Context: an optimization exercise on an open-source flow, tuned for small area, a short achievable clock period and few clock cycles per item. The choices shown serve that exercise and are no tape-out recipe.
The RTL was checked by simulation tests, not by an equivalence proof against the original design.

==> config.mk <==
export PLATFORM = sky130hd
export DESIGN_NAME = lookup3_seq
export DESIGN_NICKNAME = lookup3_seq
export VERILOG_FILES = /design/flow/design.v
export SDC_FILE = /design/flow/constraint.sdc
export NUM_CORES = 4
export LEC_CHECK = 0
export CAP_MARGIN = 20
export CORE_MARGIN = 2
export CORE_UTILIZATION = 40
export SLEW_MARGIN = 20
==> constraint.sdc <==
create_clock -name core_clock -period 6.5 [get_ports {clk}]
set_input_delay 1.3000 -clock core_clock [delete_from_list [all_inputs] [get_ports {clk}]]
set_output_delay 1.3000 -clock core_clock [all_outputs]
set_load 0.01 [all_outputs]
==> design.v <==
module lookup3_seq (
   input  logic        clk,
   input  logic        res,
   input  logic        start,
   input  logic [31:0] len,
   input  logic [31:0] initval,
   input  logic        kw_valid,
   input  logic [31:0] kw_data,
   output logic        kw_ready,
   output logic        busy,
   output logic        done,
   output logic [31:0] hash,
   output logic        err
);
   typedef enum logic [2:0] {
      IDLE  = 3'd0,
      LOAD  = 3'd1,
      MIX   = 3'd2,
      TAIL  = 3'd3,
      FINAL = 3'd4,
      DONE  = 3'd5
   } state_t;
   state_t      state;
   logic [31:0] a;
   logic [31:0] b;
   logic [31:0] c;
   logic [31:0] rem;
   logic [1:0]  idx;
   logic [2:0]  step;
   logic [31:0] seed;
   logic [31:0] mix_a;
   logic [31:0] mix_b;
   logic [31:0] mix_c;
   logic [31:0] fin_a;
   logic [31:0] fin_b;
   logic [31:0] fin_c;
   logic        tail_last;
   logic [31:0] word_m;
   function automatic logic [31:0] rotl(input logic [31:0] x, input int k);
      rotl = (x << k) | (x >> (32 - k));
   endfunction
   assign seed     = 32'hDEADBEEF + len + initval;
   assign kw_ready = (state == LOAD) || (state == TAIL);
   assign busy     = (state != IDLE);
   assign tail_last = (({28'd0, idx, 2'b00} + 32'd4) >= rem);
   always_comb begin
      word_m = kw_data;
      if (tail_last) begin
         case (rem[1:0])
            2'd1:    word_m = kw_data & 32'hFF000000;
            2'd2:    word_m = kw_data & 32'hFFFF0000;
            2'd3:    word_m = kw_data & 32'hFFFFFF00;
            default: word_m = kw_data;
         endcase
      end
   end
   always_comb begin
      mix_a = a;
      mix_b = b;
      mix_c = c;
      case (step)
         3'd0: begin mix_a = (a - c) ^ rotl(c, 4);  mix_c = c + b; end
         3'd1: begin mix_b = (b - a) ^ rotl(a, 6);  mix_a = a + c; end
         3'd2: begin mix_c = (c - b) ^ rotl(b, 8);  mix_b = b + a; end
         3'd3: begin mix_a = (a - c) ^ rotl(c, 16); mix_c = c + b; end
         3'd4: begin mix_b = (b - a) ^ rotl(a, 19); mix_a = a + c; end
         3'd5: begin mix_c = (c - b) ^ rotl(b, 4);  mix_b = b + a; end
         default: begin
            mix_a = a;
            mix_b = b;
            mix_c = c;
         end
      endcase
   end
   always_comb begin
      fin_a = a;
      fin_b = b;
      fin_c = c;
      case (step)
         3'd0: fin_c = (c ^ b) - rotl(b, 14);
         3'd1: fin_a = (a ^ c) - rotl(c, 11);
         3'd2: fin_b = (b ^ a) - rotl(a, 25);
         3'd3: fin_c = (c ^ b) - rotl(b, 16);
         3'd4: fin_a = (a ^ c) - rotl(c, 4);
         3'd5: fin_b = (b ^ a) - rotl(a, 14);
         3'd6: fin_c = (c ^ b) - rotl(b, 24);
         default: begin
            fin_a = a;
            fin_b = b;
            fin_c = c;
         end
      endcase
   end
   always_ff @(posedge clk) begin
      if (res) begin
         state <= IDLE;
         a     <= 32'd0;
         b     <= 32'd0;
         c     <= 32'd0;
         rem   <= 32'd0;
         idx   <= 2'd0;
         step  <= 3'd0;
         done  <= 1'b0;
         hash  <= 32'd0;
      end else begin
         case (state)
            IDLE: begin
               if (start) begin
                  a    <= seed;
                  b    <= seed;
                  c    <= seed;
                  rem  <= len;
                  idx  <= 2'd0;
                  step <= 3'd0;
                  if (len == 32'd0) begin
                     hash  <= seed;
                     done  <= 1'b1;
                     state <= DONE;
                  end else if (len > 32'd12) begin
                     state <= LOAD;
                  end else begin
                     state <= TAIL;
                  end
               end
            end
            LOAD: begin
               if (kw_valid) begin
                  case (idx)
                     2'd0: begin a <= a + kw_data; idx <= 2'd1; end
                     2'd1: begin b <= b + kw_data; idx <= 2'd2; end
                     2'd2: begin
                        c     <= c + kw_data;
                        idx   <= 2'd0;
                        rem   <= rem - 32'd12;
                        step  <= 3'd0;
                        state <= MIX;
                     end
                     default: idx <= 2'd0;
                  endcase
               end
            end
            MIX: begin
               a <= mix_a;
               b <= mix_b;
               c <= mix_c;
               if (step == 3'd5) begin
                  step  <= 3'd0;
                  state <= (rem > 32'd12) ? LOAD : TAIL;
               end else begin
                  step <= step + 3'd1;
               end
            end
            TAIL: begin
               if (kw_valid) begin
                  case (idx)
                     2'd0:    a <= a + word_m;
                     2'd1:    b <= b + word_m;
                     default: c <= c + word_m;
                  endcase
                  if (tail_last) begin
                     idx   <= 2'd0;
                     step  <= 3'd0;
                     state <= FINAL;
                  end else begin
                     idx <= idx + 2'd1;
                  end
               end
            end
            FINAL: begin
               a <= fin_a;
               b <= fin_b;
               c <= fin_c;
               if (step == 3'd6) begin
                  step  <= 3'd0;
                  hash  <= fin_c;
                  done  <= 1'b1;
                  state <= DONE;
               end else begin
                  step <= step + 3'd1;
               end
            end
            DONE: begin
               done  <= 1'b0;
               state <= IDLE;
            end
            default: begin
               done  <= 1'b0;
               state <= IDLE;
            end
         endcase
      end
   end
   assign err = 1'b0;
endmodule
==> run.sh <==
#!/bin/bash
# synth_recipe.tcl (not shown) runs the flow's synth.tcl, then flattens the netlist and writes it again
# the make line also repeats each setting of config.mk as NAME=value (left out here)
make -C /OpenROAD-flow-scripts/flow DESIGN_CONFIG=/design/flow/config.mk WORK_HOME=/design/flow/orfs CLKGATE_MAP_FILE= SYNTH_SCRIPT=/design/flow/synth_recipe.tcl finish
==> impl_metrics.toml <==
[global_routing]
grt_pass1_wl_mm = 260
grt_pass1_vias = 35982
overflow = 0
grt_max_degree = 73
track_usage_pct = 41.3
antenna_found_initial = 8

[cells_and_area]
nNetsFinal = 5473
design_area_um2 = 37900
areaGrowthSynthToFinish_pct = 11.6
final_core_util_pct = 45.2
final_common_cell = "a21oi_1"
final_cell_mix = "a21oi_1, ha_1, nor2_1, inv_1, nand2_1"
drive_above_1_share_pct = 5.60

[cts]
cts.clk_slew.worst_paths_ns = 0.11
postCtsSetupRepairBufs = 0
clock_latency_ns = 0.54
cts_sinks = 169
cts_root_buffer = "clkbuf_16"
cts_htree_levels = 4
cts_resized = 1
clockBufferDepth = 2
numCtsBuffers = 17
cts_tree = "done"
holdBufCountCts = 0

[floorplan]
pin_count = 136
fp.coreArea_um2 = 83800
num_rows = 106
die_w_um = 295
die-area_um2 = 87200
fp.dieH_um = 295
start_util_pct = 40.5

[setup_path]
reg2reg_to = "c[25]$_SDFFE_PP0P_"
worst_setup_path_end_kind = "flip-flop"
cp_slowest_cell = "or4_1"
crit_chain = "or4_1, or3_1, nor3_2, and4_4, o21ai_1, nor2_4, o21ai_0, buf_4, and2_1, ha_1, a21oi_1, a2111oi_1, buf_4, nor4_1, buf_4, o31ai_1, a41o_1, a31oi_1, xnor2_1, a221o_1, o21a_1, or3_1"
reg2reg_from = "rem[8]$_SDFFE_PP0P_"
rrSetupSlack_ns = 0.34
cp_common_cell = "buf_4"
worst-path-buf-inv = 3
arrival_ns = 6.58
r2r_cells = 22
slowest_delay_ns = 0.59
crit_type = "flip-flop to flip-flop"
cp-start-kind = "flip-flop"
worstPathRequired_ns = 6.92
path_max_fanout = 8
crit_family = "simple AND/OR/NAND/NOR gates"

[synth]
async_flop_share_pct = 0
yosys.cell_types.count = 95
synth.avg_cell_area_um2 = 7.06
yosys_warnings = 1
synthCells = 4808
synth_flop_cell = "dfxtp_1"
synthTopCellsByArea = "ha_1, dfxtp_1, xnor2_1"
yosysSeqAreaShare_pct = 9.97
synth_nets = 5387
syn_area_um2 = 33900
netlist.area_leader.share_pct = 17.2
synth_top_area_cell = "ha_1"
synth-seq-cells = 169
synth_edf_count = 0

[timing]
finalClockSkew_ns = 0.0268
layout_worst_path_cycle_share_pct = 94.8
whs_ns = 0.461
min_period_ns = 6.16
worstMarginPinSlew_ns = 1.21
fin_tns_setup_ns = 0
slew_violations = 0
slew_headroom_pct = 19.3
fmax_mhz = 162
setup_viol = 0
hold_viol = 0

[routing]
wl_mm = 185
wire_per_inst_um = 30.6
viasPerCell = 6.52
initialDrtViolationCount = 5107
drc_errors = 0
ant_nets = 0
vias = 39401
first_pass_iters = 8

[place]
dp_hpwl_mm = 152
placed_cell_area_um2 = 37200
place.gp.congestion = 1.13
io_buffers = 134

[run]
maxCapViolations = 0

[worst_hold_path]
hold_end = "hash[21]$_SDFFE_PP0P_"
hold_path.class = "flip-flop to flip-flop"
hold_path.startpoint = "hash[21]$_SDFFE_PP0P_"
min_path_cells = 2

[run_status]
status = "no timing/DRC/antenna violations"
[synthesized netlist by cell type, types with 13 or more instances]
cell type,instances
a2111oi_0,33
a211oi_1,106
a21o_1,141
a21oi_1,534
a221oi_1,72
a22o_1,35
a22oi_1,21
a311oi_1,38
a31oi_1,46
and2_1,51
and3_1,27
buf_1,27
buf_2,15
clkbuf_1,190
dfxtp_1,169
fa_1,13
ha_1,466
inv_1,343
mux2i_1,108
nand2_1,334
nand2b_1,53
nand3_1,74
nand4_1,40
nor2_1,467
nor2b_1,46
nor3_1,98
nor4_1,40
o2111ai_1,16
o211ai_1,48
o21a_1,42
o21ai_0,276
o21ai_1,22
o21bai_1,52
o221ai_1,23
o22ai_1,42
o31a_1,15
o31ai_1,29
or2_2,15
or3_1,36
xnor2_1,308
xor2_1,85
[worst max path at each step]
stage                     slack [ns]  cells after the start            startpoint                  to
after floorplan                 1.15                     23  step[0]$_SDFFE_PP0P_  c[26]$_SDFFE_PP0P_
after global placement          0.16                     24   rem[8]$_SDFFE_PP0P_  c[28]$_SDFFE_PP0P_
after detailed placement        0.05                     22   rem[8]$_SDFFE_PP0P_  c[25]$_SDFFE_PP0P_
after CTS                       0.12                     22   rem[8]$_SDFFE_PP0P_  c[25]$_SDFFE_PP0P_
after global routing           -0.02                     25   rem[8]$_SDFFE_PP0P_  c[30]$_SDFFE_PP0P_
final                           0.34                     22   rem[8]$_SDFFE_PP0P_  c[25]$_SDFFE_PP0P_
[logic make-up after synthesis]
logic type | share of synthesized area, %
AO/OA/AOI/OAI | 33.9
adder cells (fa/ha/maj) | 17.9
other | 0.0111
buffers and inverters | 6.60
XOR/XNOR | 10.1
AND/OR/NAND/NOR | 18.3
multiplexers | 3.22
flip-flops | 9.97
[metal layers]
| layer | GRT usage, % | part of all wire (%) |
|---|---|---|
| met5 | 0 | 0.027 |
| met4 | 31.9 | 9.2 |
| met3 | 9.79 | 11 |
| met2 | 58.3 | 39 |
| met1 | 53.7 | 40 |
[final cells by class]
type / instances / area [um2]
fillers: 8820 / 46000
well taps: 1134 / 1420
flip-flops and latches: 169 / 3380
repair buffers: 301 / 2610
inverters: 356 / 1340
diodes: 4 / 10.0
clock inverters: 15 / 224
clock buffers: 17 / 425
multi-input cells: 4049 / 28500
[per-stage QoR]
stage	cells	setup slack, ns
2_1_floorplan	4808	1.15
3_3_place_gp	6008	0.162
3_5_place_dp	6008	0.0521
4_1_cts	6040	0.121
5_1_grt	6041	-0.0220
6_report	6045	0.336
[flip-flops by register name, summed over array words and instances (netlist names)]
signal  cells
rem        32
b          32
done        1
hash       32
c          32
idx         2
step        3
state       3
a          32
[tightest hold or removal path, stage by stage (launching register included)]
cell	delay, ns
dfxtp_1	0.32
nand2_1	0.05
a21oi_1	0.05
Testbench counts, summed over its fixed seeds: cycles 25,808, bytes 30,342.

[port drivers added, routing unchanged]
Ports are ideal in the flow. The routed layout listed here was re-timed in OpenROAD.
Step 1 sets driving cells, clkbuf_16 on the clock port and buf_2 on the other inputs (assumed; they add their load-dependent delay and slew).
Step 2 also shifts input and output timing later by t, the mid clock arrival at the registers, as if the neighbouring blocks saw the same clock.
Slacks: ideal ports / drivers / drivers and shift; pairs: ideal ports / drivers.
t (ns): 0.593
setup slack, ns: 0.336 / 0.336 / 0.336
worst setup path at the end: register to register
worst register clock-pin slew, ns: 0.11 / 0.11
pins driven straight from the clock port: 1
After both steps this run still meets setup and hold. For this run, drivers alone change the setup slack by 0.000 ns; drivers and shift together by 0.000 ns.
